This is an optimization exercise on Yosys and OpenROAD, whose aim is small area, not a production implementation.
In this exercise RTL edits were held to simulation tests only and were not proved equivalent to the original.
Power is estimated from default activity; no workload was simulated.

==> flow/config.mk <==
export PLATFORM = sky130hd
export DESIGN_NAME = ld_dma_top
export DESIGN_NICKNAME = ld_dma_top
export VERILOG_FILES = /design/flow/design.v
export SDC_FILE = /design/flow/constraint.sdc
export NUM_CORES = 4
export LEC_CHECK = 0
export CAP_MARGIN = 20
export CORE_MARGIN = 2
export CORE_UTILIZATION = 40
export SLEW_MARGIN = 20
==> flow/constraint.sdc <==
create_clock -name core_clock -period 10.0 [get_ports {clk}]
set_input_delay 2.0000 -clock core_clock [delete_from_list [all_inputs] [get_ports {clk}]]
set_output_delay 2.0000 -clock core_clock [all_outputs]
set_load 0.01 [all_outputs]
==> flow/design.v <==
package ld_dma_pkg;
    localparam int GLB_ADDR_WIDTH      = 16;
    localparam int CGRA_DATA_WIDTH     = 16;
    localparam int BANK_DATA_WIDTH     = 64;
    localparam int WORD_BYTE_SHIFT     = 1;
    localparam int ROW_BYTE_SHIFT      = 3;
    localparam int MAX_NUM_WORDS_WIDTH = 12;
    localparam int QUEUE_DEPTH = 2;
    localparam int LOOP_LEVEL  = 2;
    localparam int BANK_READ_LATENCY = 4;
    localparam int DONE_PULSE_WIDTH  = 4;
    localparam logic [1:0] OFF       = 2'b00;
    localparam logic [1:0] NORMAL    = 2'b01;
    localparam logic [1:0] AUTO_INCR = 2'b10;
    localparam int LOOP_WIDTH = 2 * MAX_NUM_WORDS_WIDTH;
    localparam int HDR_ITER_LSB     = 0;
    localparam int HDR_INACTIVE_LSB = LOOP_LEVEL * LOOP_WIDTH;
    localparam int HDR_ACTIVE_LSB   = HDR_INACTIVE_LSB + MAX_NUM_WORDS_WIDTH;
    localparam int HDR_START_LSB    = HDR_ACTIVE_LSB + MAX_NUM_WORDS_WIDTH;
    localparam int HDR_VALID_BIT    = HDR_START_LSB + GLB_ADDR_WIDTH;
    localparam int HEADER_WIDTH     = HDR_VALID_BIT + 1;
    localparam int RDRQ_WIDTH = 1 + GLB_ADDR_WIDTH;
    localparam int RDRS_WIDTH = 1 + BANK_DATA_WIDTH;
endpackage
`timescale 1ns/100ps
module ld_dma_top (
    input  logic                                                  clk,
    input  logic                                                  reset,
    input  logic [1:0]                                            cfg_ld_dma_mode,
    input  logic [ld_dma_pkg::QUEUE_DEPTH*ld_dma_pkg::HEADER_WIDTH-1:0] cfg_ld_dma_header,
    input  logic                                                  strm_start_pulse,
    output logic [ld_dma_pkg::RDRQ_WIDTH-1:0]                     rdrq_packet,
    input  logic [ld_dma_pkg::RDRS_WIDTH-1:0]                     rdrs_packet,
    output logic [ld_dma_pkg::CGRA_DATA_WIDTH-1:0]                stream_data_g2f,
    output logic                                                  stream_data_valid_g2f,
    output logic                                                  stream_g2f_done_pulse,
    output logic [ld_dma_pkg::QUEUE_DEPTH-1:0]                    cfg_load_dma_invalidate_pulse
);
    localparam int HW = ld_dma_pkg::HEADER_WIDTH;
    localparam int VB = ld_dma_pkg::HDR_VALID_BIT;
    localparam int CW = ld_dma_pkg::MAX_NUM_WORDS_WIDTH;
    logic [1:0]      valid_d1;
    logic [1:0]      hv;
    logic [1:0]      loaded;
    logic [VB-1:0]   hd0, hd1;
    logic            q_sel;
    logic [1:0]      valid_rise;
    logic [VB-1:0]   cur;
    logic            cur_valid;
    logic start_pulse;
    logic done_pulse;
    assign valid_rise[0] = cfg_ld_dma_header[VB]      & ~valid_d1[0];
    assign valid_rise[1] = cfg_ld_dma_header[HW + VB] & ~valid_d1[1];
    assign cfg_load_dma_invalidate_pulse[0] = start_pulse & ~q_sel;
    assign cfg_load_dma_invalidate_pulse[1] = start_pulse &  q_sel;
    always_ff @(posedge clk or posedge reset) begin
        if (reset) begin
            valid_d1 <= '0;
            hv       <= '0;
            loaded   <= '0;
        end else begin
            valid_d1 <= {cfg_ld_dma_header[HW + VB], cfg_ld_dma_header[VB]};
            for (int i = 0; i < 2; i++) begin
                if (valid_rise[i]) begin
                    hv[i]     <= 1'b1;
                    loaded[i] <= 1'b1;
                end else if (cfg_load_dma_invalidate_pulse[i]) begin
                    hv[i] <= 1'b0;
                end
            end
        end
    end
    always_ff @(posedge clk) begin
        if (valid_rise[0]) hd0 <= cfg_ld_dma_header[VB-1:0];
        if (valid_rise[1]) hd1 <= cfg_ld_dma_header[HW +: VB];
    end
    always_ff @(posedge clk or posedge reset) begin
        if (reset) begin
            q_sel <= 1'b0;
        end else if (cfg_ld_dma_mode == ld_dma_pkg::AUTO_INCR) begin
            if (done_pulse) q_sel <= ~q_sel;
        end else begin
            q_sel <= 1'b0;
        end
    end
    assign cur = ({VB{~q_sel & loaded[0]}} & hd0) | ({VB{q_sel & loaded[1]}} & hd1);
    assign cur_valid = q_sel ? hv[1] : hv[0];
    logic [15:0]   cur_start;
    logic [CW-1:0] cur_active, cur_inactive, cur_r1, cur_s1, cur_r0, cur_s0;
    assign cur_start    = cur[ld_dma_pkg::HDR_START_LSB    +: 16];
    assign cur_active   = cur[ld_dma_pkg::HDR_ACTIVE_LSB   +: CW];
    assign cur_inactive = cur[ld_dma_pkg::HDR_INACTIVE_LSB +: CW];
    assign cur_r1       = cur[36 +: CW];
    assign cur_s1       = cur[24 +: CW];
    assign cur_r0       = cur[12 +: CW];
    assign cur_s0       = cur[0  +: CW];
    logic run_state;
    logic word_active;
    logic first;           
    logic start_next;
    logic [CW-1:0] cnt;    
    logic cnt_le1;
    logic last_word;
    always_comb begin
        case (cfg_ld_dma_mode)
            ld_dma_pkg::NORMAL:    start_next = ~run_state & strm_start_pulse;
            ld_dma_pkg::AUTO_INCR: start_next = ~run_state & (strm_start_pulse | cur_valid);
            default:               start_next = 1'b0;
        endcase
    end
    assign done_pulse = last_word & word_active;
    assign cnt_le1    = (cnt[CW-1:1] == '0);
    always_ff @(posedge clk or posedge reset) begin
        if (reset) begin
            start_pulse <= 1'b0;
            run_state   <= 1'b0;
            word_active <= 1'b0;
            first       <= 1'b0;
        end else begin
            start_pulse <= ~start_pulse & start_next;
            first       <= start_pulse;
            if (start_pulse)     run_state <= 1'b1;
            else if (done_pulse) run_state <= 1'b0;
            if (start_pulse) begin
                word_active <= 1'b1;
            end else if (run_state && !done_pulse) begin
                if (cur_inactive == '0) word_active <= 1'b1;
                else if (cnt_le1)       word_active <= ~word_active;
            end else begin
                word_active <= 1'b0;
            end
        end
    end
    always_ff @(posedge clk) begin
        if (start_pulse) begin
            cnt <= cur_active;
        end else if (run_state && !done_pulse) begin
            if (cur_inactive == '0) begin
                if (!word_active) cnt <= '0;
            end else if (cnt_le1) begin
                cnt <= word_active ? cur_inactive : cur_active;
            end else begin
                cnt <= cnt - 1'b1;
            end
        end
    end
    logic [CW-1:0] r0_q, s0_q, s1_q, c0, c1;
    logic [15:1]   base;       
    logic [15:0]   req_addr;   
    logic          use_base;   
    logic          at_end0, at_end1;
    logic [15:1]   add_a;
    logic [CW-1:0] add_b;
    logic [15:1]   next_addr;
    logic          rd_en_q;
    assign at_end0   = (c0[CW-1:1] == '0);
    assign at_end1   = (c1[CW-1:1] == '0);
    assign last_word = at_end0 & at_end1;
    assign add_a     = use_base ? base : req_addr[15:1];
    assign add_b     = use_base ? s1_q : s0_q;
    assign next_addr = add_a + 15'(add_b);
    always_ff @(posedge clk) begin
        if (start_pulse) begin
            r0_q <= cur_r0;
            s0_q <= cur_s0;
            s1_q <= cur_s1;
            c0   <= cur_r0;
            c1   <= cur_r1;
            base <= cur_start[15:1];
            req_addr <= cur_start;
        end else if (word_active) begin
            c0 <= at_end0 ? r0_q : c0 - 1'b1;
            if (at_end0) c1 <= c1 - 1'b1;
            use_base <= at_end0;
            if (!first) begin
                req_addr[15:1] <= next_addr;
                if (use_base) base <= next_addr;
            end
        end
    end
    logic [5:0]  vpipe;
    logic [9:0]  done_dly;
    logic [4:0][1:0] sel_dly;
    logic [63:0] row_cache;
    always_ff @(posedge clk or posedge reset) begin
        if (reset) begin
            rd_en_q  <= 1'b0;
            vpipe    <= '0;
            done_dly <= '0;
        end else begin
            rd_en_q  <= word_active & (first | (next_addr[15:3] != req_addr[15:3]));
            vpipe    <= {vpipe[4:0], word_active};
            done_dly <= {done_dly[8:0], done_pulse};
        end
    end
    always_ff @(posedge clk) begin
        sel_dly <= {sel_dly[3:0], req_addr[2:1]};
        if (rdrs_packet[64]) row_cache <= rdrs_packet[63:0];
    end
    assign rdrq_packet           = {rd_en_q, req_addr};
    assign stream_data_valid_g2f = vpipe[5];
    assign stream_data_g2f       = row_cache[sel_dly[4]*16 +: 16];
    assign stream_g2f_done_pulse = |done_dly[9:6];
endmodule
==> flow/flow/run.sh <==
#!/bin/bash
# Own layout flow: the standard synthesis, then an area-oriented re-mapping of the gates
# between the flip-flops (the flip-flops themselves are kept as synthesized), then the standard flow's
# standard layout with the smallest buffer on every port and a clock tree of small buffers
# without dummy loads. Each tool's full output goes to its own log file in this folder;
# every ORFS step also keeps its own log under orfs/logs/.
set -euo pipefail
export BUFFER_PORTS_ARGS="-buffer_cell sky130_fd_sc_hd__buf_1"
export CTS_ARGS="-sink_clustering_enable -repair_clock_nets -sink_clustering_size 10 -sink_clustering_max_diameter 40 -buf_list sky130_fd_sc_hd__clkbuf_4 -dont_use_dummy_load"
R=orfs/results/${FLOW_PLATFORM:-sky130hd}/ld_dma_top/base
bash standard.sh synth > flow_synth.log 2>&1
cp $R/1_2_yosys.v std_1_2_yosys.v
bash flow/remap.sh std_1_2_yosys.v remapped.v ${FLOW_TOP:-ld_dma_top} > remap.log 2>&1
cp remapped.v $R/1_2_yosys.v
bash standard.sh > flow_make.log 2>&1
==> flow/flow/remap.abc <==
strash
&get -n
&deepsyn -T 60
&dch -f
&nf -R 1000
&put
strash
&get -n
&dch -f
&nf -R 1000
&put
==> flow/flow/remap.sh <==
#!/bin/bash
# usage: remap.sh IN.v OUT.v TOP  (run from the flow folder; needs FLOW_HOME or ORFS yosys on PATH)
set -euo pipefail
HERE=$(cd "$(dirname "$0")" && pwd)
IN=$1; OUT=$2; TOP=$3
PLAT=${FLOW_HOME:-/OpenROAD-flow-scripts/flow}/platforms/sky130hd
LIB=$PLAT/lib/sky130_fd_sc_hd__tt_025C_1v80.lib
DU=""
for c in $(sed -n '/DONT_USE_CELLS/,/^#/p' $PLAT/config.mk | grep -oE 'sky130_fd_sc_hd__[A-Za-z0-9_]+'); do DU="$DU -dont_use $c"; done
YOSYS=$(command -v yosys || echo ${FLOW_HOME:-/OpenROAD-flow-scripts/flow}/../tools/install/yosys/bin/yosys)
sed -e "s|{LIB}|$LIB|g; s|{IN}|$IN|; s|{OUT}|$OUT|; s|{TOP}|$TOP|; s|{DONTUSE}|$DU|; s|{SCRIPT}|$HERE/remap.abc|" $HERE/remap.ys > remap_run.ys
$YOSYS -s remap_run.ys
# the re-mapped netlist must read back cleanly and keep every flip-flop of the standard synthesis
cat > remap_check.ys <<EOC
read_liberty -lib $LIB
read_verilog $OUT
hierarchy -top $TOP
check -assert
EOC
$YOSYS -s remap_check.ys
ffs() { grep -E '^\s*sky130_fd_sc_hd__(df|edf|sdf)[a-z0-9_]+ ' "$1" | awk '{print $1, $2}' | sort; }
if ! diff <(ffs $IN) <(ffs $OUT) > /dev/null; then echo "flip-flops changed by the re-mapping" >&2; exit 1; fi
echo "flip-flops kept: $(ffs $OUT | wc -l)"
==> flow/flow/remap.ys <==
# Area-oriented re-mapping of the combinational logic of the standard synthesis netlist.
# The flip-flops (and tie cells) stay as the instances the standard synthesis made, with
# the same names and cell types; only the gates between them are mapped again by ABC.
read_liberty -wb -ignore_miss_func {LIB}
read_verilog -defer {IN}
hierarchy -top {TOP}
setattr -mod -set keep_hierarchy 1 =sky130_fd_sc_hd__df* =sky130_fd_sc_hd__edf* =sky130_fd_sc_hd__sdf* =sky130_fd_sc_hd__conb*
flatten -wb
blackbox =sky130_fd_sc_hd__df* =sky130_fd_sc_hd__edf* =sky130_fd_sc_hd__sdf* =sky130_fd_sc_hd__conb*
opt -purge
techmap
opt -fast
abc -liberty {LIB} {DONTUSE} -script {SCRIPT}
opt_clean -purge
splitnets
opt_clean -purge
hilomap -singleton -hicell sky130_fd_sc_hd__conb_1 HI -locell sky130_fd_sc_hd__conb_1 LO
insbuf -buf sky130_fd_sc_hd__buf_4 A X
opt_clean -purge
stat -liberty {LIB}
blackbox =sky130_fd_sc_hd__*
write_verilog -noattr -nohex -nodec {OUT}
==> flow/standard.sh <==
#!/bin/bash
# synth_recipe.tcl (not shown) runs the flow's synth.tcl, then flattens the netlist and writes it again
# the make line also repeats each setting of config.mk as NAME=value (left out here)
make -C /OpenROAD-flow-scripts/flow DESIGN_CONFIG=/design/flow/config.mk WORK_HOME=/design/flow/orfs CLKGATE_MAP_FILE= SYNTH_SCRIPT=/design/flow/synth_recipe.tcl "${@:-finish}"
==> summary.md, run 1 <==
| Metric | Value |
|---|---|
| Post-synth design cell area | `14400 µm²` |
| Arrival @ worst endpoint | `5.36 ns` |
| Yosys warns | `1` |
| Worst-Skew Late Latency | `0.77 ns` |
| Sequential Power Share | `0.573` |
| CTS max path bufs | `3` |
| Switch share | `0.310` |
| Routed via count | `8901` |
| Rows | `69` |
| First-pass GRT wire length | `51.1 mm` |
| Total Routed Length | `33.5 mm` |
| Layout cells sized above 1 | `0.0629` |
| Highest Clock Rate | `0.206 GHz` |
| Fin crit period | `4.85 ns` |
| Worst path top cell family by delay | `compound AO/OA/AOI/OAI gates` |
| Placer Congestion | `0.806` |
| Comb power frac | `0.237` |
| Overflow after GRT | `0` |
| Leak | `5.33 nW` |
| Vias in the first global route | `9061` |
| DP Worst Slack | `5.22 ns` |
| Critical path class | `flop to flop` |
| RSZ-0062 raised after global routing | `false` |
| Pre-antenna DRT Iters | `5` |
| Most frequent cells in the layout | `edfxtp_1 (344), buf_1 (283), nor2_1 (58)` |
| Routed Antenna Nets | `0` |
| Hold-fix buffers, CTS | `0` |
| Max Slew Vio Count | `0` |
| Post-CTS Setup Bufs | `0` |
| Final hold vios | `0` |
| Core footprint | `35600 µm²` |
| H-tree Lvls | `2` |
| # setup viols final | `0` |
| Status | `finished clean` |
| Post-DP HPWL | `22.9 mm` |
| Port bufs | `284` |
| Worst R2R Setup Slack | `5.15 ns` |
| CTS tree | `done` |
| Initial antenna violation count | `4` |
| CTS Sinks | `382` |
| Nature of the critical path endpoint | `flop` |
| CP startpoint kind | `flop` |
| DRT iter0 DRCs | `478` |
| Routed len/inst | `19.8 µm` |
| Total CTS buffers | `54` |
| Post-CTS Resized | `0` |
| Area Growth Syn to Fin | `14.3%` |
| Die Width | `194 µm` |
| Largest net degree at the start of global routing | `73` |
| Worst path bufs/invs | `2` |
| CTS Root Buffer Type | `clkbuf_4` |
| Clock network fraction of total power | `0.190` |
| Psw | `1.19 mW` |
| Setup WS post-layout | `5.15 ns` |
| CP max stage cell | `buf_4` |
| Relative slew slack | `0.320` |
| CP most frequent cell | `a21oi_1` |
| Total power | `3.84 mW` |
| Largest stage delay, worst path | `0.37 ns` |
| Hold WC Path Type | `flop to flop` |
| Crit share post-route | `0.485` |
| Boundary Pins | `285` |
| MaxCap Viol Count | `0` |
| Syn Nets | `1138` |
| Setup TNS | `0 ns` |
| Crit-path max FO | `42` |
| Average cell area after synthesis | `16.2 µm²` |
| Die height | `194 µm` |
| Detailed-route vias per instance | `5.27` |
| Commonest non-fill, non-tap cell in the layout | `edfxtp_1` |
| Worst-Margin Slew | `1.02 ns` |
| Worst Skew | `0.0794 ns` |
| Maximum vdd ir drop | `0.120 mV` |
| Pint | `2.65 mW` |
| GRT Total Usage | `0.176` |
| Initial Util | `0.406` |
| Worst EP required | `10.51 ns` |
| Remaining DRCs | `0` |
| Cells after Synth | `890` |
| Die ar. | `37600 µm²` |
| Final nets | `1474` |
| Reg clk slew, reported paths | `0.11 ns` |
| Fillcell total | `3212` |
| PwrDens | `233 nW/µm²` |
[flip-flops by register name, summed over array words and instances, names as in the netlist, 10 cells and up]
name	cells
base	15
req_addr	16
cnt	12
hd0	88
c1	12
c0	12
hd1	88
row_cache	64
done_dly	10
r0_q	12
s1_q	12
s0_q	12
sel_dly	10
[power by group through the flow]
stage          logic, mW  registers, mW  clock network [mW]
3_3_place_gp       0.902           2.23                   0
2_1_floorplan      0.653           2.21                   0
3_5_place_dp       0.917           2.24                   0
6_report           0.909           2.20               0.730
4_1_cts            0.923           2.20               0.761
5_1_grt             1.02           2.23               0.822
[worst register-to-register path, cell delays in order (launching register included)]
cell      delay (ns)
edfxtp_1        0.33
buf_4           0.37
a21boi_0        0.28
nor2_1          0.10
a21oi_1         0.27
clkinv_1        0.11
a22o_1          0.24
a21oi_1         0.23
nor2_1          0.08
nor2_1          0.16
nor2b_1         0.08
o21ai_0         0.15
nand2b_1        0.12
a21oi_1         0.22
nor2b_1         0.16
a21oi_1         0.07
o22ai_1         0.28
a21oi_1         0.13
o21a_1          0.25
nor2_1          0.20
nor2_1          0.12
nand2_1         0.10
o21ai_0         0.07
a21oi_1         0.14
nor3_1          0.05
a221o_1         0.30
[path summary, 6_finish.rpt]
check,cells past startpoint,from,end
setup / recovery,25,use_base,req_addr[15]
hold / removal,0,vpipe[1],vpipe[2]
setup reg to reg,25,use_base,req_addr[15]
hold reg to reg,0,vpipe[1],vpipe[2]
max in group asynchronous,2,reset,done_dly[8]
min in group asynchronous,2,reset,done_dly[2]
[final cells by class]
| cell class | count | area [µm²] | area share |
|---|---|---|---|
| Clock buffer | 54 | 405 | 0.0246 |
| Timing Repair Buffer | 296 | 1160 | 0.0702 |
| Inverter | 12 | 48.8 | 0.00296 |
| Multi-Input combinational cell | 480 | 3060 | 0.186 |
| Sequential cell | 382 | 11200 | 0.681 |
| Tap cell | 461 | 577 | 0.0350 |
| Antenna cell | 3 | 7.51 | 0.000455 |
[through the flow]
step                      utilization  std cells  instance area (µm²)  hold slack, ns
final                           0.464       1688                16500           0.283
after global routing            0.464       1687                16500           0.288
after CTS                       0.463       1685                16500           0.287
after detailed placement        0.452       1631                16100           0.313
after global placement          0.452       1631                16100           0.310
after floorplan                     -        890                14400           0.310
[per-layer routing]
metal | wire length [µm] | up-vias | global-route usage
met4 | 676 | 2 | 0.0485
met3 | 2600 | 53 | 0.0522
li1 | - | 4232 | -
met5 | 13 | - | 0
met1 | 14900 | 4264 | 0.241
met2 | 15300 | 350 | 0.276
==> inputs of run 2 (changes only) <==
--- a/flow/design.v
+++ b/flow/design.v
@@ -115,10 +115,8 @@
             start_pulse <= 1'b0;
             run_state   <= 1'b0;
             word_active <= 1'b0;
-            first       <= 1'b0;
         end else begin
             start_pulse <= ~start_pulse & start_next;
-            first       <= start_pulse;
             if (start_pulse)     run_state <= 1'b1;
             else if (done_pulse) run_state <= 1'b0;
             if (start_pulse) begin
@@ -131,6 +129,7 @@
             end
         end
     end
+    always_ff @(posedge clk) first <= start_pulse;
     always_ff @(posedge clk) begin
         if (start_pulse) begin
             cnt <= cur_active;
@@ -179,7 +178,8 @@
         end
     end
     logic [5:0]  vpipe;
-    logic [9:0]  done_dly;
+    logic [5:0]  done_dly;
+    logic [2:0]  done_left;   
     logic [4:0][1:0] sel_dly;
     logic [63:0] row_cache;
     always_ff @(posedge clk or posedge reset) begin
@@ -187,10 +187,13 @@
             rd_en_q  <= 1'b0;
             vpipe    <= '0;
             done_dly <= '0;
+            done_left <= '0;
         end else begin
             rd_en_q  <= word_active & (first | (next_addr[15:3] != req_addr[15:3]));
             vpipe    <= {vpipe[4:0], word_active};
-            done_dly <= {done_dly[8:0], done_pulse};
+            done_dly <= {done_dly[4:0], done_pulse};
+            if (done_dly[5])            done_left <= 3'd4;
+            else if (done_left != '0)   done_left <= done_left - 1'b1;
         end
     end
     always_ff @(posedge clk) begin
@@ -200,5 +203,5 @@
     assign rdrq_packet           = {rd_en_q, req_addr};
     assign stream_data_valid_g2f = vpipe[5];
     assign stream_data_g2f       = row_cache[sel_dly[4]*16 +: 16];
-    assign stream_g2f_done_pulse = |done_dly[9:6];
+    assign stream_g2f_done_pulse = (done_left != '0);
 endmodule
--- a/flow/flow/remap.ys
+++ b/flow/flow/remap.ys
@@ -6,6 +6,7 @@
 hierarchy -top {TOP}
 setattr -mod -set keep_hierarchy 1 =sky130_fd_sc_hd__df* =sky130_fd_sc_hd__edf* =sky130_fd_sc_hd__sdf* =sky130_fd_sc_hd__conb*
 flatten -wb
+rename -hide w:_*_.*
 blackbox =sky130_fd_sc_hd__df* =sky130_fd_sc_hd__edf* =sky130_fd_sc_hd__sdf* =sky130_fd_sc_hd__conb*
 opt -purge
 techmap
@@ -15,7 +16,7 @@
 splitnets
 opt_clean -purge
 hilomap -singleton -hicell sky130_fd_sc_hd__conb_1 HI -locell sky130_fd_sc_hd__conb_1 LO
-insbuf -buf sky130_fd_sc_hd__buf_4 A X
+insbuf -buf sky130_fd_sc_hd__buf_1 A X
 opt_clean -purge
 stat -liberty {LIB}
 blackbox =sky130_fd_sc_hd__*
==> flow/config.mk (replaced) <==
export PLATFORM = sky130hd
export DESIGN_NAME = ld_dma_top
export DESIGN_NICKNAME = ld_dma_top
export VERILOG_FILES = /design/flow/design.v
export SDC_FILE = /design/flow/constraint.sdc
export NUM_CORES = 4
export LEC_CHECK = 0
export CAP_MARGIN = 10
export CORE_MARGIN = 2
export CORE_UTILIZATION = 65
export SLEW_MARGIN = 10
==> run 2 against run 1 <==
  * Synthesized cell count is the same
  * Via count grew 1.1%
  * Worst setup slack gained 0.25 ns
  * Critical endpoint is now rd_en_q
  * Sequential share of layout area grew 1.0 points
  * Largest power group unchanged
  * Still clean on timing, DRC and antenna
  * Sequential power is essentially flat
  * Final cell count shrank 10%
  * Combinational power shrank 6.2%
  * Fmax grew 5.4%
==> summary.md, run 2 <==
| Metric | Value |
|---|---|
| Critical path class | `flop to flop` |
| RSZ-0062 raised after global routing | `false` |
| Die height | `152 µm (-21%)` |
| Cells after Synth | `890 (unchanged)` |
| Overflow after GRT | `0 (unchanged)` |
| Hold-fix buffers, CTS | `0 (unchanged)` |
| CP most frequent cell | `a31oi_1` |
| Largest stage delay, worst path | `0.36 ns (about the same)` |
| Largest regs | `hd0: 88 flops, hd1: 88 flops, row_cache: 64 flops` |
| Worst-Skew Late Latency | `0.67 ns (-0.10 ns)` |
| Yosys warns | `1 (unchanged)` |
| Worst-Margin Slew | `1.18 ns (+0.159 ns)` |
| Routed via count | `8998 (+1.1%)` |
| Final hold vios | `0 (unchanged)` |
| Worst EP required | `10.51 ns (about the same)` |
| Total Routed Length | `29.8 mm (-11%)` |
| Setup TNS | `0 ns (unchanged)` |
| Total power | `3.69 mW (-4.0%)` |
| CTS max path bufs | `3 (unchanged)` |
| DRT iter0 DRCs | `979 (+100%)` |
| Post-Route Utilization | `0.747 (+0.284)` |
| Crit share post-route | `0.461 (-0.0248)` |
| PwrDens | `227 nW/µm² (-2.3%)` |
| Average cell area after synthesis | `16.1 µm² (-0.83%)` |
| Largest net degree at the start of global routing | `89 (+22%)` |
| Vias in the first global route | `9019 (-0.46%)` |
| Detailed-route vias per instance | `5.94 (+13%)` |
| Post-Layout Cell Count | `1514 (-10%)` |
| MaxCap Viol Count | `0 (unchanged)` |
| Syn Nets | `1138 (unchanged)` |
| Routed Antenna Nets | `0 (unchanged)` |
| Worst path bufs/invs | `1 (-1)` |
| Initial Util | `0.660 (+0.254)` |
| First-pass GRT wire length | `46.7 mm (-8.5%)` |
| Rows | `54 (-22%)` |
| Hold Worst Slack | `0.315 ns (+0.0319 ns)` |
| Worst Skew | `0.0546 ns (-0.0248 ns)` |
| Leak | `5.46 nW (+2.4%)` |
| CP max stage cell | `buf_4` |
| Layout cells sized above 1 | `0.0544 (-0.00848)` |
| CTS Root Buffer Type | `clkbuf_4` |
| Highest Clock Rate | `0.217 GHz (+5.4%)` |
| Post-synth design cell area | `14300 µm² (-0.83%)` |
| Maximum vdd ir drop | `0.127 mV (+5.8%)` |
| Post-CTS Resized | `0 (unchanged)` |
| Fillcell total | `1373 (-57%)` |
| Setup WS post-layout | `5.39 ns (+0.248 ns)` |
| # setup viols final | `0 (unchanged)` |
| Most frequent cells in the layout | `edfxtp_1 (344), buf_1 (283), nand2_1 (81)` |
| Reg clk slew, reported paths | `0.10 ns (about the same)` |
| Die Width | `152 µm (-21%)` |
| Post-CTS Setup Bufs | `0 (unchanged)` |
| Worst path top cell family by delay | `simple AND/OR/NAND/NOR gates` |
| Boundary Pins | `285 (unchanged)` |
| Fin crit period | `4.61 ns (-0.248 ns)` |
| Placed cells | `1464 (-10%)` |
| Arrival @ worst endpoint | `5.12 ns (-0.24 ns)` |
| Port bufs | `284 (unchanged)` |
| Die ar. | `23200 µm² (-38%)` |
| Status | `finished clean` |
| GRT Total Usage | `0.255 (+0.0792)` |
| Relative slew slack | `0.214 (-0.106)` |
| Routed len/inst | `19.7 µm (-0.59%)` |
| Crit-path cells | `buf_4, a21boi_0, nor2_1, and2_0, nor3_1, a21oi_1, or2_0, a31oi_1, nor3_1, or3_1, a31oi_1, nor2b_1, a21oi_1, or2_0, nand3_1, o21ai_0, xnor2_1, o22ai_1, a221oi_1, a31oi_1` |
| Post-DP HPWL | `20.0 mm (-13%)` |
| Placer Congestion | `0.880 (+9.1%)` |
| H-tree Lvls | `2 (unchanged)` |
| CTS tree | `done` |
| Core footprint | `21700 µm² (-39%)` |
| Initial antenna violation count | `3 (-1)` |
| Commonest non-fill, non-tap cell in the layout | `edfxtp_1` |
| Nature of the critical path endpoint | `flop` |
| Placed instance area | `15800 µm² (-1.4%)` |
| CTS Sinks | `381 (-0.26%)` |
| DP Worst Slack | `5.51 ns (+0.292 ns)` |
| Total CTS buffers | `47 (-13%)` |
| Fin area | `16200 µm² (-1.7%)` |
| Pre-antenna DRT Iters | `6 (+1)` |
| CP startpoint kind | `flop` |
| Remaining DRCs | `0 (unchanged)` |
| Final nets | `1481 (+0.47%)` |
| Area Growth Syn to Fin | `13.3%` |
| Crit-path max FO | `40 (-4.8%)` |
| Max Slew Vio Count | `0 (unchanged)` |
| Hold WC Path Type | `flop to flop` |
==> run 2: power breakdown <==
part	switching [mW]	leakage [nW]	total [mW]	internal (mW)
Combinational	0.520	1.57	0.853	0.332
Sequential	0.138	3.67	2.17	2.03
Clock	0.448	0.216	0.665	0.216
Total	1.11	5.46	3.69	2.58
==> run 2: area by class of cell <==
class | count | area [µm²] | share of cell area
multi-input cells | 496 | 3090 | 0.191
diodes | 3 | 7.51 | 0.000463
well taps | 280 | 350 | 0.0216
repair buffers | 295 | 1150 | 0.0710
flip-flops and latches | 381 | 11200 | 0.691
inverters | 12 | 47.5 | 0.00293
clock buffers | 47 | 353 | 0.0218
==> run 2: routing by layer <==
layer | GRT usage | up-vias | wire, µm
met1 | 0.351 | 4311 | 12000
met4 | 0.0806 | 0 | 815
met5 | 0 | - | 0
met3 | 0.0444 | 68 | 2200
met2 | 0.426 | 371 | 14800
li1 | - | 4248 | -
==> run 2: path summary, 6_finish.rpt <==
check	startpoint	end	slack, ns	cells past startpoint
hold reg to reg	sel_dly[1]	sel_dly[3]	0.32	0
max in group asynchronous	reset	start_pulse	8.10	2
setup / recovery	use_base	rd_en_q	5.39	20
min in group asynchronous	reset	valid_d1[1]	1.40	2
hold / removal	sel_dly[1]	sel_dly[3]	0.32	0
setup reg to reg	use_base	rd_en_q	5.39	20
==> inputs of run 3 (changes only) <==
--- a/flow/flow/run.sh
+++ b/flow/flow/run.sh
@@ -6,7 +6,7 @@
 # every ORFS step also keeps its own log under orfs/logs/.
 set -euo pipefail
 export BUFFER_PORTS_ARGS="-buffer_cell sky130_fd_sc_hd__buf_1"
-export CTS_ARGS="-sink_clustering_enable -repair_clock_nets -sink_clustering_size 10 -sink_clustering_max_diameter 40 -buf_list sky130_fd_sc_hd__clkbuf_4 -dont_use_dummy_load"
+export CTS_ARGS="-sink_clustering_enable -repair_clock_nets -sink_clustering_size 12 -sink_clustering_max_diameter 40 -buf_list sky130_fd_sc_hd__clkbuf_4 -dont_use_dummy_load"
 R=orfs/results/${FLOW_PLATFORM:-sky130hd}/ld_dma_top/base
 bash standard.sh synth > flow_synth.log 2>&1
 cp $R/1_2_yosys.v std_1_2_yosys.v
--- a/flow/config.mk
+++ b/flow/config.mk
@@ -7,5 +7,5 @@
 export LEC_CHECK = 0
 export CAP_MARGIN = 10
 export CORE_MARGIN = 2
-export CORE_UTILIZATION = 65
+export CORE_UTILIZATION = 75
 export SLEW_MARGIN = 10
==> run 3 against run 2 <==
  * Cell area decreased by 0.61%
  * Synthesized area unchanged
  * Global-route usage increased by 5.8 points
  * Flip-flop and latch count unchanged
  * Clock power decreased by 5.7%
  * Highest routed layer unchanged
  * Non-clock buffer count increased by 1
  * Final cell count decreased by 3.5%
  * Clock skew decreased by 0.013 ns
  * Core utilization increased by 11 points
  * Sequential share of layout area increased by 0.42 points
==> summary.md, run 3 <==
| Metric | Value |
|---|---|
| CP startpoint kind | `flop` |
| Initial Util | `0.765 (+0.105)` |
| Critical path destination | `cfg_load_dma_invalidate_pulse[0]` |
| Fin area | `16100 µm² (-0.61%)` |
| Worst R2R End | `base[15]` |
| Rows | `50 (-7.4%)` |
| Worst reg2reg path depth | `21 (+5.0%)` |
| Pre-antenna DRT Iters | `10 (+4)` |
| Reg clk slew, reported paths | `0.12 ns (+0.02 ns)` |
| H-tree Lvls | `2 (unchanged)` |
| Final hold vios | `0 (unchanged)` |
| Die ar. | `20200 µm² (-13%)` |
| Total power | `3.69 mW (+0.19%)` |
| Hold-fix buffers, CTS | `0 (unchanged)` |
| Highest Clock Rate | `0.203 GHz (-6.3%)` |
| Hold WC Path Type | `flop to flop` |
| Boundary Pins | `285 (unchanged)` |
| Worst path depth | `3 (-85%)` |
| Commonest non-fill, non-tap cell in the layout | `edfxtp_1` |
| CTS Sinks | `381 (unchanged)` |
| Clock network fraction of total power | `0.170 (-0.010)` |
| Leak | `5.44 nW (-0.36%)` |
| Worst R2R Setup Slack | `5.23 ns (-0.16 ns)` |
| Psw | `1.14 mW (+3.1%)` |
| Nature of the critical path endpoint | `output port` |
| Post-synth design cell area | `14300 µm² (unchanged)` |
| Worst-Margin Slew | `1.21 ns (+0.0303 ns)` |
| Comb power frac | `0.238 (+0.007)` |
| Worst Skew | `0.0414 ns (-0.0132 ns)` |
| CTS tree | `done` |
| Initial antenna violation count | `1 (-2)` |
| Placer Congestion | `0.858 (-2.4%)` |
| PwrDens | `229 nW/µm² (+0.80%)` |
| Worst r2r src | `use_base` |
| Placed instance area | `15800 µm² (-0.43%)` |
| GRT Total Usage | `0.314 (+0.0583)` |
| Setup TNS | `0 ns (unchanged)` |
| Hold depth | `0 (unchanged)` |
| Crit path launch | `start_pulse` |
| Worst-Skew Late Latency | `0.66 ns (about the same)` |
| CTS Root Buffer Type | `clkbuf_4` |
| Fin crit period | `4.92 ns (+0.312 ns)` |
| Core footprint | `18700 µm² (-14%)` |
| Area Growth Syn to Fin | `12.6%` |
| Layout cells sized above 1 | `0.0506 (-0.00386)` |
| Cells after Synth | `890 (unchanged)` |
| Crit-path max FO | `87 (+120%)` |
| Most frequent cells in the layout | `edfxtp_1 (344), buf_1 (283), nand2_1 (81)` |
| Critical path class | `flop to output port` |
| Routed via count | `9391 (+4.4%)` |
| Arrival @ worst endpoint | `2.92 ns (-2.20 ns)` |
| Relative slew slack | `0.194 (-0.0202)` |
| Syn Nets | `1138 (unchanged)` |
| Maximum vdd ir drop | `0.160 mV (+27%)` |
| Crit share post-route | `0.492 (+0.0312)` |
| Yosys warns | `1 (unchanged)` |
| Worst path bufs/invs | `2 (+1)` |
| Worst path top cell family by delay | `flip-flops` |
| Die height | `142 µm (-6.7%)` |
| Post-Route Utilization | `0.861 (+0.114)` |
| Post-DP HPWL | `21.8 mm (+9.1%)` |
| Routed len/inst | `21.7 µm (+10%)` |
| Vias in the first global route | `9493 (+5.3%)` |
| Total CTS buffers | `41 (-13%)` |
| Remaining DRCs | `0 (unchanged)` |
| Average cell area after synthesis | `16.1 µm² (unchanged)` |
| Overflow after GRT | `0 (unchanged)` |
| RSZ-0062 raised after global routing | `false` |
| DRT iter0 DRCs | `1086 (+11%)` |
| Pint | `2.55 mW (-1.1%)` |
| Post-CTS Setup Bufs | `0 (unchanged)` |
| Routed Antenna Nets | `0 (unchanged)` |
| MaxCap Viol Count | `0 (unchanged)` |
| Largest net degree at the start of global routing | `88 (-1.1%)` |
| Worst EP required | `8.00 ns (-2.51 ns)` |
| Sequential Power Share | `0.593 (+0.005)` |
| Largest regs | `hd0: 88 flops, hd1: 88 flops, row_cache: 64 flops` |
| Largest stage delay, worst path | `1.06 ns (+0.70 ns)` |
| Switch share | `0.309 (+0.00877)` |
| Port bufs | `284 (unchanged)` |
| CP max stage cell | `dfrtp_4` |
| Post-CTS Resized | `0 (unchanged)` |
| Max Slew Vio Count | `0 (unchanged)` |
| Status | `finished clean` |
| Detailed-route vias per instance | `6.43 (+8.2%)` |
| Die Width | `142 µm (-6.7%)` |
| CTS max path bufs | `3 (unchanged)` |
| Crit-path cells | `clkinv_1, nor2_1, buf_1` |
| # setup viols final | `0 (unchanged)` |
| First-pass GRT wire length | `48.2 mm (+3.2%)` |
| Final nets | `1476 (-0.34%)` |
| Total Routed Length | `31.7 mm (+6.3%)` |
## run 3: cell count changes in the layout (fill, tap and decap cells not counted), sizes merged
cell    change
clkinv      +1
diode       -2
clkbuf      -6
inv         -1
buf         +1
## run 3: worst min-delay path by stage
stage                     startpoint         end  slack (ns)
final                     sel_dly[3]  sel_dly[5]        0.34
after global routing      sel_dly[3]  sel_dly[5]        0.35
after CTS                 sel_dly[3]  sel_dly[5]        0.34
after detailed placement  sel_dly[3]  sel_dly[5]        0.31
after global placement    sel_dly[6]  sel_dly[8]        0.31
after floorplan           sel_dly[0]  sel_dly[2]        0.31
## run 3: cell type report
class | instances | area (µm²)
tap | 234 | 293
clock buffer | 41 | 308
timing repair buffer | 296 | 1170
inverter | 12 | 46.3
antenna | 1 | 2.50
multi-input combinational | 496 | 3080
sequential | 381 | 11200
fill | 897 | 2600
## run 3: routing by layer
layer  vias up  global-route usage  share of wire
li1       4229                   -              -
met1      4496               0.414           0.37
met2       575               0.531           0.51
met3        91              0.0569          0.091
met4         0               0.122          0.036
met5         -                   0              0
## run 3: worst register-to-register path, stage by stage, from the launching register on
cell and delay, ns:
edfxtp_1 0.33, buf_4 0.36, a21boi_0 0.30, nor2_1 0.12, and2_0 0.21, nor3_1 0.22
a21oi_1 0.11, or2_0 0.29, a31oi_1 0.30, nor3_1 0.14, or3_1 0.36, a31oi_1 0.29
nor2b_1 0.17, a21oi_1 0.07, or2_0 0.26, nand3_1 0.12, o21ai_0 0.19, nand2_1 0.14
a21o_1 0.15, nor2_1 0.06, xor2_1 0.15, o21ai_0 0.11
## run 3: power groups by stage
stage | clock [mW] | combinational [mW] | sequential (mW)
4_1_cts | 0.635 | 0.865 | 2.18
2_1_floorplan | 0 | 0.545 | 2.20
3_5_place_dp | 0 | 0.857 | 2.22
6_report | 0.627 | 0.877 | 2.19
5_1_grt | 0.686 | 0.961 | 2.21
3_3_place_gp | 0 | 0.807 | 2.20
## run 3: metrics by stage
step	worst slack (ns)	cells	hold slack (ns)
global route	4.78	1461	0.349
CTS	4.98	1459	0.340
detailed placement	5.38	1418	0.314
finish	5.08	1461	0.344
floorplan	3.56	890	0.310
global placement	5.73	1418	0.311
==> inputs of run 4 (changes only) <==
--- a/flow/design.v
+++ b/flow/design.v
@@ -155,8 +155,8 @@
     assign at_end0   = (c0[CW-1:1] == '0);
     assign at_end1   = (c1[CW-1:1] == '0);
     assign last_word = at_end0 & at_end1;
-    assign add_a     = use_base ? base : req_addr[15:1];
-    assign add_b     = use_base ? s1_q : s0_q;
+    assign add_a     = start_pulse ? cur_start[15:1] : use_base ? base : req_addr[15:1];
+    assign add_b     = start_pulse ? '0 : use_base ? s1_q : s0_q;
     assign next_addr = add_a + 15'(add_b);
     always_ff @(posedge clk) begin
         if (start_pulse) begin
@@ -165,8 +165,8 @@
             s1_q <= cur_s1;
             c0   <= cur_r0;
             c1   <= cur_r1;
-            base <= cur_start[15:1];
-            req_addr <= cur_start;
+            base <= next_addr;
+            req_addr <= {next_addr, cur_start[0]};
         end else if (word_active) begin
             c0 <= at_end0 ? r0_q : c0 - 1'b1;
             if (at_end0) c1 <= c1 - 1'b1;
--- a/flow/flow/run.sh
+++ b/flow/flow/run.sh
@@ -6,7 +6,7 @@
 # every ORFS step also keeps its own log under orfs/logs/.
 set -euo pipefail
 export BUFFER_PORTS_ARGS="-buffer_cell sky130_fd_sc_hd__buf_1"
-export CTS_ARGS="-sink_clustering_enable -repair_clock_nets -sink_clustering_size 12 -sink_clustering_max_diameter 40 -buf_list sky130_fd_sc_hd__clkbuf_4 -dont_use_dummy_load"
+export CTS_ARGS="-sink_clustering_enable -repair_clock_nets -sink_clustering_size 18 -sink_clustering_max_diameter 50 -buf_list {sky130_fd_sc_hd__clkbuf_4 sky130_fd_sc_hd__clkbuf_8} -dont_use_dummy_load"
 R=orfs/results/${FLOW_PLATFORM:-sky130hd}/ld_dma_top/base
 bash standard.sh synth > flow_synth.log 2>&1
 cp $R/1_2_yosys.v std_1_2_yosys.v
--- a/flow/config.mk
+++ b/flow/config.mk
@@ -7,5 +7,5 @@
 export LEC_CHECK = 0
 export CAP_MARGIN = 10
 export CORE_MARGIN = 2
-export CORE_UTILIZATION = 75
+export CORE_UTILIZATION = 65
 export SLEW_MARGIN = 10
==> run 4 against run 3 <==
  * Total power increased by 6.8%
  * Clock skew increased by 0.013 ns
  * Sequential power about the same
  * Final cell count increased by 0.48%
  * Clock power increased by 23%
  * Die area increased by 14%
==> summary.md, run 4 <==
| Metric | Value |
|---|---|
| Status | `finished clean` |
| Setup WS post-layout | `4.11 ns (-0.968 ns)` |
| # diodes | `0 (-1)` |
| Worst R2R Setup Slack | `4.11 ns (-1.12 ns)` |
| H-tree Lvls | `2 (unchanged)` |
| Arrival @ worst endpoint | `6.27 ns (+3.35 ns)` |
| Crit path launch | `start_pulse` |
| Placed instance area | `15700 µm² (-0.21%)` |
| Initial Util | `0.656 (-0.109)` |
| MaxCap Viol Count | `0 (unchanged)` |
| Syn Nets | `1103 (-3.1%)` |
| Port bufs | `284 (unchanged)` |
| Post-synth design cell area | `14200 µm² (-0.85%)` |
| Worst-Skew Late Latency | `0.56 ns (-0.10 ns)` |
| Crit share post-route | `0.589 (+0.0968)` |
| Yosys warns | `1 (unchanged)` |
| Core footprint | `21600 µm² (+16%)` |
| Worst R2R End | `rd_en_q` |
| Multi-input logic area | `2930 µm² (-5.0%)` |
| Leak | `5.47 nW (+0.68%)` |
| Fillcell total | `1372 (+53%)` |
| Sequential Power Share | `0.552 (-0.041)` |
| # setup viols final | `0 (unchanged)` |
| Pint | `2.76 mW (+8.0%)` |
| Commonest non-fill, non-tap cell in the layout | `edfxtp_1` |
| Relative slew slack | `0.181 (-0.0127)` |
| Average cell area after synthesis | `16.6 µm² (+3.2%)` |
| Overflow after GRT | `0 (unchanged)` |
| Post-Layout Cell Count | `1468 (+0.48%)` |
| CTS Root Buffer Type | `clkbuf_8` |
| DRT iter0 DRCs | `824 (-24%)` |
| Psw | `1.19 mW (+4.1%)` |
| Layout cells sized above 1 | `0.0497 (-0.000908)` |
| Die Width | `152 µm (+6.8%)` |
| First-pass GRT wire length | `45.1 mm (-6.4%)` |
| Largest net degree at the start of global routing | `75 (-15%)` |
| Worst reg2reg path depth | `27 (+29%)` |
| Worst-Margin Slew | `1.23 ns (+0.0190 ns)` |
| Detailed-route vias per instance | `5.94 (-7.6%)` |
| Max Slew Vio Count | `0 (unchanged)` |
| Pre-antenna DRT Iters | `6 (-4)` |
| Total Routed Length | `30.1 mm (-4.9%)` |
| Clock network fraction of total power | `0.196 (+0.026)` |
| CP startpoint kind | `flop` |
| Most frequent cells in the layout | `edfxtp_1 (344), buf_1 (283), nand2_1 (86)` |
| Post-DP HPWL | `20.5 mm (-5.8%)` |
| Final hold vios | `0 (unchanged)` |
| Routed len/inst | `20.5 µm (-5.4%)` |
| Crit-path max FO | `69 (-21%)` |
| Switch share | `0.301 (-0.00769)` |
| Comb power frac | `0.252 (+0.014)` |
| Routed Antenna Nets | `0 (unchanged)` |
| GRT Total Usage | `0.261 (-0.0524)` |
| RSZ-0062 raised after global routing | `false` |
| Boundary Pins | `285 (unchanged)` |
| Post-Route Utilization | `0.750 (-0.111)` |
| Die ar. | `23000 µm² (+14%)` |
| DP Worst Slack | `4.18 ns (-1.20 ns)` |
| Vias in the first global route | `8536 (-10%)` |
| CTS max path bufs | `3 (unchanged)` |
| Setup TNS | `0 ns (unchanged)` |
| Worst r2r src | `start_pulse` |
| Fin crit period | `5.89 ns (+0.968 ns)` |
| Initial antenna violation count | `0 (-1)` |
| Reg clk slew, reported paths | `0.11 ns (about the same)` |
| Routed via count | `8720 (-7.1%)` |
| Fin area | `16200 µm² (+0.73%)` |
| Worst Skew | `0.0541 ns (+0.0128 ns)` |
| Remaining DRCs | `0 (unchanged)` |
| Area Growth Syn to Fin | `14.4%` |
| Post-CTS Setup Bufs | `0 (unchanged)` |
| Largest regs | `hd0: 88 flops, hd1: 88 flops, row_cache: 64 flops` |
| Nature of the critical path endpoint | `flop` |
| CTS tree | `done` |
| Highest Clock Rate | `0.170 GHz (-16%)` |
| Hold WC Path Type | `flop to flop` |
| Critical path destination | `rd_en_q` |
| Die height | `152 µm (+6.8%)` |
| CTS Sinks | `381 (unchanged)` |
| Post-CTS Resized | `0 (unchanged)` |
| Reg area | `11200 µm² (about the same)` |
| Placed cells | `1433 (+1.1%)` |
| Hold-fix buffers, CTS | `0 (unchanged)` |
| Placer Congestion | `0.867 (+0.99%)` |
| Maximum vdd ir drop | `0.148 mV (-7.8%)` |
| Critical path class | `flop to flop` |
| Cells after Synth | `855 (-3.9%)` |
| Total CTS buffers | `35 (-15%)` |
| Worst EP required | `10.39 ns (+2.39 ns)` |
| PwrDens | `243 nW/µm² (+6.0%)` |
| Final nets | `1438 (-2.6%)` |
| Rows | `54 (+8.0%)` |
[run 4: worst max-delay path, stage by stage, from the launching register on]
cell	delay, ns
dfrtp_2	0.37
buf_4	0.64
and2_1	0.22
buf_4	0.33
a221oi_1	0.17
nor2_1	0.20
maj3_1	0.30
nand2_1	0.08
a21oi_1	0.22
nand2_1	0.07
o21ai_0	0.10
and2_0	0.19
clkinv_1	0.07
a21oi_1	0.20
maj3_1	0.24
o21ai_0	0.13
a21oi_1	0.25
nor2_1	0.06
nor2_1	0.18
nand2_1	0.07
a21oi_1	0.23
clkinv_1	0.11
o21ai_0	0.29
a21oi_1	0.16
nand2b_1	0.20
xnor2_1	0.32
xnor2_1	0.17
a41oi_1	0.12
[run 4: final cells by class]
class / instances / share of cell area
Sequential cell: 381 / 0.690
Multi-Input combinational cell: 452 / 0.181
Timing Repair Buffer: 299 / 0.0727
Clock buffer: 35 / 0.0297
Tap cell: 280 / 0.0216
Inverter: 21 / 0.00494
[run 4: layer usage]
layer | share of wire | global-route usage | vias to the layer above
met1 | 0.39 | 0.365 | 4151
met3 | 0.10 | 0.0602 | 56
met2 | 0.48 | 0.416 | 454
met4 | 0.026 | 0.0833 | 0
li1 | - | - | 4059
met5 | 0 | 0 | -
[run 4: metrics by stage]
step | hold WS [ns] | power (mW)
2_1_floorplan | 0.310 | 2.86
3_3_place_gp | 0.311 | 3.17
3_5_place_dp | 0.313 | 3.20
4_1_cts | 0.306 | 3.96
5_1_grt | 0.306 | 4.15
6_report | 0.306 | 3.94
[run 4: power by group through the flow]
stage          Clock [mW]  Combinational (mW)  Sequential [mW]
2_1_floorplan           0               0.663             2.20
3_3_place_gp            0               0.964             2.20
3_5_place_dp            0               0.984             2.21
4_1_cts             0.789               0.990             2.18
5_1_grt             0.844                1.10             2.20
6_report            0.772               0.993             2.18
[run 4: worst min path at each step]
| stage | depth (start not counted) | to | slack (ns) | startpoint |
|---|---|---|---|---|
| 2_1_floorplan | 0 | sel_dly[2] | 0.31 | sel_dly[0] |
| 3_3_place_gp | 0 | sel_dly[8] | 0.31 | sel_dly[6] |
| 3_5_place_dp | 0 | sel_dly[7] | 0.31 | sel_dly[5] |
| 4_1_cts | 0 | sel_dly[8] | 0.31 | sel_dly[6] |
| 5_1_grt | 0 | sel_dly[9] | 0.31 | sel_dly[7] |
| 6_report | 0 | sel_dly[8] | 0.31 | sel_dly[6] |
==> inputs of run 5 (changes only) <==
--- a/flow/flow/run.sh
+++ b/flow/flow/run.sh
@@ -6,7 +6,7 @@
 # every ORFS step also keeps its own log under orfs/logs/.
 set -euo pipefail
 export BUFFER_PORTS_ARGS="-buffer_cell sky130_fd_sc_hd__buf_1"
-export CTS_ARGS="-sink_clustering_enable -repair_clock_nets -sink_clustering_size 18 -sink_clustering_max_diameter 50 -buf_list {sky130_fd_sc_hd__clkbuf_4 sky130_fd_sc_hd__clkbuf_8} -dont_use_dummy_load"
+export CTS_ARGS="-sink_clustering_enable -repair_clock_nets -sink_clustering_size 10 -sink_clustering_max_diameter 40 -buf_list sky130_fd_sc_hd__clkbuf_4 -dont_use_dummy_load"
 R=orfs/results/${FLOW_PLATFORM:-sky130hd}/ld_dma_top/base
 bash standard.sh synth > flow_synth.log 2>&1
 cp $R/1_2_yosys.v std_1_2_yosys.v
==> run 5 against run 4 <==
  * Die area did not move
  * Critical path type unchanged
  * Largest cell class unchanged
  * Synthesized cell count did not move
  * Still clean on timing, DRC and antenna
  * Cell area fell by 0.69%
  * Sequential power barely moved
  * Flip-flop and latch count did not move
==> summary.md, run 5 <==
| Metric | Value |
|---|---|
| Status | `finished clean` |
| Rows | `54 (unchanged)` |
| Die height | `152 µm (unchanged)` |
| Final hold vios | `0 (unchanged)` |
| Total CTS buffers | `48 (+37%)` |
| Die ar. | `23000 µm² (unchanged)` |
| Post-DP HPWL | `20.5 mm (unchanged)` |
| Highest Clock Rate | `0.169 GHz (-0.69%)` |
| Leak | `5.44 nW (-0.56%)` |
| Crit-path max FO | `69 (unchanged)` |
| RSZ-0062 raised after global routing | `false` |
| Initial Util | `0.656 (unchanged)` |
| Pre-antenna DRT Iters | `5 (-1)` |
| Boundary Pins | `285 (unchanged)` |
| CTS Root Buffer Type | `clkbuf_4` |
| Post-Route Utilization | `0.745 (-0.00515)` |
| Fin area | `16100 µm² (-0.69%)` |
| Average cell area after synthesis | `16.6 µm² (unchanged)` |
| Largest net degree at the start of global routing | `75 (unchanged)` |
| Total Routed Length | `30.3 mm (+0.47%)` |
| Die Width | `152 µm (unchanged)` |
| Routed via count | `8836 (+1.3%)` |
| Placer Congestion | `0.867 (unchanged)` |
| Maximum vdd ir drop | `0.120 mV (-19%)` |
| Max Slew Vio Count | `0 (unchanged)` |
| Port bufs | `284 (unchanged)` |
| Fin crit period | `5.93 ns (+0.0406 ns)` |
| Relative slew slack | `0.192 (+0.0103)` |
| Commonest non-fill, non-tap cell in the layout | `edfxtp_1` |
| First-pass GRT wire length | `45.4 mm (+0.64%)` |
| Post-CTS Setup Bufs | `0 (unchanged)` |
| Initial antenna violation count | `1 (+1)` |
| Area Growth Syn to Fin | `13.6%` |
| Min-Delay Startpoint | `sel_dly[2]` |
| PwrDens | `239 nW/µm² (-1.7%)` |
| Routed Antenna Nets | `0 (unchanged)` |
| Most frequent cells in the layout | `edfxtp_1 (344), buf_1 (283), nand2_1 (86)` |
| CTS tree | `done` |
| GRT Total Usage | `0.262 (+0.000715)` |
| Worst r2r src | `start_pulse` |
| Overflow after GRT | `0 (unchanged)` |
| Hold-fix buffers, CTS | `0 (unchanged)` |
| Worst-Skew Late Latency | `0.69 ns (+0.13 ns)` |
| Routed len/inst | `20.4 µm (-0.68%)` |
| Critical path class | `flop to flop` |
| H-tree Lvls | `2 (unchanged)` |
| MaxCap Viol Count | `0 (unchanged)` |
| Placed instance area | `15700 µm² (unchanged)` |
| Hold Worst Slack | `0.334 ns (+0.0287 ns)` |
| Cells after Synth | `855 (unchanged)` |
| Syn Nets | `1103 (unchanged)` |
| Hold WC Path Type | `flop to flop` |
| Crit path launch | `start_pulse` |
| Worst EP required | `10.55 ns (+0.16 ns)` |
| Final nets | `1451 (+0.90%)` |
| Nature of the critical path endpoint | `flop` |
| CTS Sinks | `381 (unchanged)` |
| Layout cells sized above 1 | `0.0600 (+0.0103)` |
| Yosys warns | `1 (unchanged)` |
| Vias in the first global route | `8607 (+0.83%)` |
| Total power | `3.85 mW (-2.4%)` |
| Crit share post-route | `0.593 (+0.00406)` |
| Post-CTS Resized | `0 (unchanged)` |
| Worst Skew | `0.0583 ns (+0.00416 ns)` |
| # setup viols final | `0 (unchanged)` |
| Arrival @ worst endpoint | `6.47 ns (+0.20 ns)` |
| Worst-Margin Slew | `1.21 ns (-0.0155 ns)` |
| Fillcell total | `1388 (+1.2%)` |
| Setup TNS | `0 ns (unchanged)` |
| CP startpoint kind | `flop` |
| CTS max path bufs | `3 (unchanged)` |
| Largest regs | `hd0: 88 flops, hd1: 88 flops, row_cache: 64 flops` |
| Reg clk slew, reported paths | `0.11 ns (about the same)` |
| Remaining DRCs | `0 (unchanged)` |
| Core footprint | `21600 µm² (unchanged)` |
| DRT iter0 DRCs | `899 (+9.1%)` |
| Post-synth design cell area | `14200 µm² (unchanged)` |
| Detailed-route vias per instance | `5.95 (+0.17%)` |
## run 5: layout make-up
class | count | area, µm² | area share
Antenna cell | 4 | 10.0 | 0.000621
Clock buffer | 48 | 360 | 0.0224
Inverter | 21 | 80.1 | 0.00497
Multi-Input combinational cell | 452 | 2930 | 0.182
Sequential cell | 381 | 11200 | 0.695
Tap cell | 280 | 350 | 0.0217
Timing Repair Buffer | 299 | 1180 | 0.0732
## run 5: layer usage
| metal | vias to the layer above | global-route usage | share of wire |
|---|---|---|---|
| met4 | 0 | 0.0838 | 0.030 |
| met2 | 438 | 0.416 | 0.47 |
| met1 | 4215 | 0.365 | 0.40 |
| li1 | 4107 | - | - |
| met5 | - | 0 | 0 |
| met3 | 76 | 0.0638 | 0.10 |
## run 5: critical path, stage by stage (launching register included)
cell and delay (ns):
dfrtp_2 0.37, buf_4 0.64, and2_1 0.22, buf_4 0.33
a221oi_1 0.17, nor2_1 0.20, maj3_1 0.30, nand2_1 0.08
a21oi_1 0.26, nand2_1 0.10, o21ai_0 0.11, and2_0 0.19
clkinv_1 0.07, a21oi_1 0.20, maj3_1 0.24, o21ai_0 0.13
a21oi_1 0.25, nor2_1 0.06, nor2_1 0.18, nand2_1 0.07
a21oi_1 0.23, clkinv_1 0.10, o21ai_0 0.29, a21oi_1 0.16
nand2b_1 0.20, xnor2_1 0.32, xnor2_1 0.17, a41oi_1 0.12
## run 5: stage by stage
stage | setup WS, ns | cells
detailed placement | 4.18 | 1433
finish | 4.07 | 1485
global placement | 4.40 | 1433
global route | 3.46 | 1485
CTS | 4.05 | 1481
floorplan | 3.02 | 855
## run 5: worst paths after layout
check	cells after the start	slack, ns	endpoint
worst max-delay path	27	4.07	rd_en_q
worst min-delay path	0	0.33	sel_dly[4]
worst max register to register	27	4.07	rd_en_q
worst min register to register	0	0.33	sel_dly[4]
max in group asynchronous	2	8.09	start_pulse
min in group asynchronous	2	1.40	vpipe[4]
## run 5: report_power, final
part           switching (mW)  internal, mW
Clock                   0.457         0.221
Combinational           0.606         0.389
Sequential              0.127          2.05
==> inputs of run 6 (changes only) <==
--- a/flow/flow/remap.sh
+++ b/flow/flow/remap.sh
@@ -1,5 +1,8 @@
 #!/bin/bash
 # usage: remap.sh IN.v OUT.v TOP  (run from the flow folder; needs FLOW_HOME or ORFS yosys on PATH)
+# Re-maps the gates between the flip-flops of IN.v for area with ABC, once for each of a few
+# deepsyn seeds (in parallel), and keeps the smallest result as OUT.v. Each run's full yosys
+# output is in remap_S<seed>.log.
 set -euo pipefail
 HERE=$(cd "$(dirname "$0")" && pwd)
 IN=$1; OUT=$2; TOP=$3
@@ -8,8 +11,23 @@
 DU=""
 for c in $(sed -n '/DONT_USE_CELLS/,/^#/p' $PLAT/config.mk | grep -oE 'sky130_fd_sc_hd__[A-Za-z0-9_]+'); do DU="$DU -dont_use $c"; done
 YOSYS=$(command -v yosys || echo ${FLOW_HOME:-/OpenROAD-flow-scripts/flow}/../tools/install/yosys/bin/yosys)
-sed -e "s|{LIB}|$LIB|g; s|{IN}|$IN|; s|{OUT}|$OUT|; s|{TOP}|$TOP|; s|{DONTUSE}|$DU|; s|{SCRIPT}|$HERE/remap.abc|" $HERE/remap.ys > remap_run.ys
-$YOSYS -s remap_run.ys
+SEEDS="1 2 3 4"
+for S in $SEEDS; do
+  sed -e "s|&deepsyn -T 60|\&deepsyn -T 60 -S $S|" $HERE/remap.abc > remap_S$S.abc
+  sed -e "s|{LIB}|$LIB|g; s|{IN}|$IN|; s|{OUT}|remap_S$S.v|; s|{TOP}|$TOP|; s|{DONTUSE}|$DU|; s|{SCRIPT}|$PWD/remap_S$S.abc|" $HERE/remap.ys > remap_S$S.ys
+  $YOSYS -s remap_S$S.ys > remap_S$S.log 2>&1 &
+done
+wait
+BEST=""; BEST_AREA=""
+for S in $SEEDS; do
+  A=$(grep "Chip area" remap_S$S.log | tail -1 | awk '{print $NF}')
+  echo "seed $S: area $A"
+  [[ -n "$A" && -s remap_S$S.v ]] || continue
+  if [[ -z "$BEST" ]] || awk "BEGIN{exit !($A < $BEST_AREA)}"; then BEST=$S; BEST_AREA=$A; fi
+done
+[[ -n "$BEST" ]] || { echo "no re-mapping finished" >&2; exit 1; }
+echo "kept seed $BEST: area $BEST_AREA"
+cp remap_S$BEST.v $OUT
 # the re-mapped netlist must read back cleanly and keep every flip-flop of the standard synthesis
 cat > remap_check.ys <<EOC
 read_liberty -lib $LIB
--- a/flow/config.mk
+++ b/flow/config.mk
@@ -7,5 +7,5 @@
 export LEC_CHECK = 0
 export CAP_MARGIN = 10
 export CORE_MARGIN = 2
-export CORE_UTILIZATION = 65
+export CORE_UTILIZATION = 70
 export SLEW_MARGIN = 10
==> run 6 against run 5 <==
  * Global-route usage grew 2.1 points
  * Combinational power shrank 7.8%
  * Synthesized cell count shrank 1.1%
  * Critical endpoint unchanged
  * Critical path type unchanged
  * Fmax shrank 7.4%
  * Flip-flop and latch count is the same
  * Sequential power is essentially flat
  * Core utilization grew 5.4 points
==> summary.md, run 6 <==
| Metric | Value |
|---|---|
| Reg clk slew, reported paths | `0.10 ns (about the same)` |
| Worst R2R End | `rd_en_q` |
| Worst-Skew Late Latency | `0.67 ns (-0.02 ns)` |
| Die Width | `146 µm (-3.7%)` |
| Yosys warns | `1 (unchanged)` |
| Final hold vios | `0 (unchanged)` |
| Initial antenna violation count | `1 (unchanged)` |
| H-tree Lvls | `2 (unchanged)` |
| Average cell area after synthesis | `16.7 µm² (+0.82%)` |
| Syn Nets | `1094 (-0.82%)` |
| Nature of the critical path endpoint | `flop` |
| Routed via count | `8785 (-0.58%)` |
| Core footprint | `20000 µm² (-7.3%)` |
| Top Metal Used | `met4` |
| Switch share | `0.301 (-0.00744)` |
| MaxCap Viol Count | `0 (unchanged)` |
| Crit path launch | `start_pulse` |
| Placer Congestion | `0.860 (-0.78%)` |
| Critical path class | `flop to flop` |
| Maximum vdd ir drop | `0.133 mV (+11%)` |
| Highest Clock Rate | `0.156 GHz (-7.4%)` |
| Vias in the first global route | `8786 (+2.1%)` |
| Hold-fix buffers, CTS | `0 (unchanged)` |
| CP startpoint kind | `flop` |
| Pint | `2.62 mW (-1.6%)` |
| Setup TNS | `0 ns (unchanged)` |
| Cells after Synth | `846 (-1.1%)` |
| PwrDens | `234 nW/µm² (-2.0%)` |
| CTS Root Buffer Type | `clkbuf_4` |
| Crit-path max FO | `64 (-7.2%)` |
| Remaining DRCs | `0 (unchanged)` |
| Boundary Pins | `285 (unchanged)` |
| Routed Antenna Nets | `0 (unchanged)` |
| Post-CTS Setup Bufs | `0 (unchanged)` |
| Sequential Power Share | `0.579 (+0.013)` |
| Post-CTS Resized | `0 (unchanged)` |
| RSZ-0062 raised after global routing | `false` |
| Routed len/inst | `20.5 µm (+0.62%)` |
| CTS max path bufs | `3 (unchanged)` |
| Largest net degree at the start of global routing | `89 (+19%)` |
| Psw | `1.13 mW (-4.9%)` |
| Worst Skew | `0.0625 ns (+0.00415 ns)` |
| Comb power frac | `0.244 (-0.014)` |
| Port bufs | `284 (unchanged)` |
| Initial Util | `0.706 (+0.0501)` |
| CTS tree | `done` |
| Met3 wire length | `2.56 mm (-16%)` |
| Pre-antenna DRT Iters | `5 (unchanged)` |
| Relative slew slack | `0.176 (-0.0161)` |
| Most frequent cells in the layout | `edfxtp_1 (344), buf_1 (283), nor2_1 (58)` |
| Layout cells sized above 1 | `0.0565 (-0.00346)` |
| Worst r2r src | `start_pulse` |
| CP max stage cell | `buf_4` |
| Crit share post-route | `0.640 (+0.0471)` |
| # setup viols final | `0 (unchanged)` |
| Overflow after GRT | `0 (unchanged)` |
| Clock network fraction of total power | `0.177 (about the same)` |
| Largest regs | `hd0: 88 flops, hd1: 88 flops, row_cache: 64 flops` |
| Worst reg2reg path depth | `28 (+3.7%)` |
| Worst R2R Setup Slack | `3.60 ns (-0.47 ns)` |
| DRT iter0 DRCs | `777 (-14%)` |
| Detailed-route vias per instance | `6.03 (+1.3%)` |
| Critical path destination | `rd_en_q` |
| Metal2 WL | `14.8 mm (+2.9%)` |
| Status | `finished clean` |
| Hold WC Path Type | `flop to flop` |
| DP Worst Slack | `3.71 ns (-0.466 ns)` |
| Worst-Margin Slew | `1.24 ns (+0.0241 ns)` |
| CTS Sinks | `381 (unchanged)` |
| WL met1 | `12.0 mm (-0.33%)` |
| Die height | `146 µm (-3.7%)` |
| Worst EP required | `10.51 ns (-0.04 ns)` |
| Arrival @ worst endpoint | `6.91 ns (+0.44 ns)` |
| Die ar. | `21400 µm² (-7.2%)` |
| Fin crit period | `6.40 ns (+0.471 ns)` |
| GRT Total Usage | `0.283 (+0.0206)` |
| Total CTS buffers | `47 (-2.1%)` |
| Total Routed Length | `29.9 mm (-1.3%)` |
| Post-DP HPWL | `19.8 mm (-3.7%)` |
| Setup WS post-layout | `3.60 ns (-0.471 ns)` |
| Max Slew Vio Count | `0 (unchanged)` |
| First-pass GRT wire length | `46.5 mm (+2.3%)` |
| Leak | `5.37 nW (-1.4%)` |
| Rows | `52 (-3.7%)` |
| Largest stage delay, worst path | `0.63 ns (about the same)` |
| Area Growth Syn to Fin | `13.2%` |
| Commonest non-fill, non-tap cell in the layout | `edfxtp_1` |
| Post-synth design cell area | `14200 µm² (-0.24%)` |
| CP most frequent cell | `nor2_1` |
| Hold depth | `0 (unchanged)` |
| Final nets | `1436 (-1.0%)` |
run 6: cell types whose count changed in the layout (fill, tap and decap cells not counted), sizes merged, moves of 6 or more:
| cell | change |
|---|---|
| a21oi | -12 |
| a221o | +14 |
| a222oi | -18 |
| a22oi | -7 |
| clkinv | -6 |
| nand2 | -33 |
| nor2 | +15 |
| o22ai | +36 |
| or3 | +6 |
run 6: power by group through the flow:
stage / logic [mW] / clock network (mW) / registers, mW
after detailed placement: 0.911 / 0 / 2.20
after CTS: 0.915 / 0.677 / 2.17
after global routing: 1.01 / 0.740 / 2.19
after global placement: 0.880 / 0 / 2.19
after floorplan: 0.621 / 0 / 2.18
final: 0.916 / 0.664 / 2.17
run 6: final cells by class:
type	instances	area, µm²
antenna	1	2.50
clock buffer	47	353
fill	1216	4020
inverter	16	62.6
multi-input combinational	448	2920
sequential	381	11200
tap	270	338
timing repair buffer	294	1140
run 6: how the worst min path moves through the flow:
stage / from / endpoint / slack [ns]
2_1_floorplan: sel_dly[0] / sel_dly[2] / 0.31
3_3_place_gp: sel_dly[6] / sel_dly[8] / 0.31
3_5_place_dp: sel_dly[6] / sel_dly[8] / 0.31
4_1_cts: sel_dly[5] / sel_dly[7] / 0.34
5_1_grt: sel_dly[5] / sel_dly[7] / 0.35
6_report: sel_dly[6] / sel_dly[8] / 0.34
run 6: worst max-delay path: cells and delay by family, from the launching register on:
family / cells / cell delay [ns]
adder cells (fa/ha/maj): 2 / 0.66
AO/OA/AOI/OAI: 9 / 2.08
AND/OR/NAND/NOR: 9 / 1.12
flip-flops: 1 / 0.43
buffers and inverters: 5 / 1.27
XOR/XNOR: 3 / 0.67
run 6: routing by layer:
layer	track usage	vias to the layer above
met5	0	-
met4	0.0835	0
met3	0.0525	49
met2	0.468	452
met1	0.395	4220
li1	-	4064
run 6: per-stage QoR:
step	hold WS [ns]	util	area (µm²)	std cells	total power, mW
after floorplan	0.310	-	14200	846	2.80
after global placement	0.313	0.781	15700	1409	3.07
after detailed placement	0.314	0.781	15700	1409	3.11
after CTS	0.337	0.799	16000	1456	3.76
after global routing	0.346	0.799	16000	1457	3.95
final	0.338	0.799	16000	1457	3.75

## port drivers added, routing unchanged
The results above use ideal ports. As a check the final layouts listed here were re-extracted and re-timed, cells and wires unchanged. Step 1, drivers: a clkbuf_16 drives clk and a buf_2 each remaining input, both assumed. Step 2 adds t to the input delays and takes it off the output delays; t is the mean of the earliest and latest rising clock arrival at the registers after step 1. Input paths then give back, and output paths get back, about the clock's delay inside the block. a / b / c = no drivers / after step 1 / after step 2; a / b = the first two.
run	t, ns	setup WS [ns]	worst setup path after step 2
run 1	0.776	5.146 / 5.146 / 5.146	register to register
run 2	0.684	5.394 / 5.394 / 5.394	register to register
run 3	0.680	5.082 / 5.040 / 5.231	register to register
run 4	0.573	4.115 / 4.115 / 4.115	register to register
run 5	0.707	4.074 / 4.074 / 4.074	register to register
run 6	0.673	3.603 / 3.603 / 3.603	register to register
After both steps every run listed still meets setup and hold.
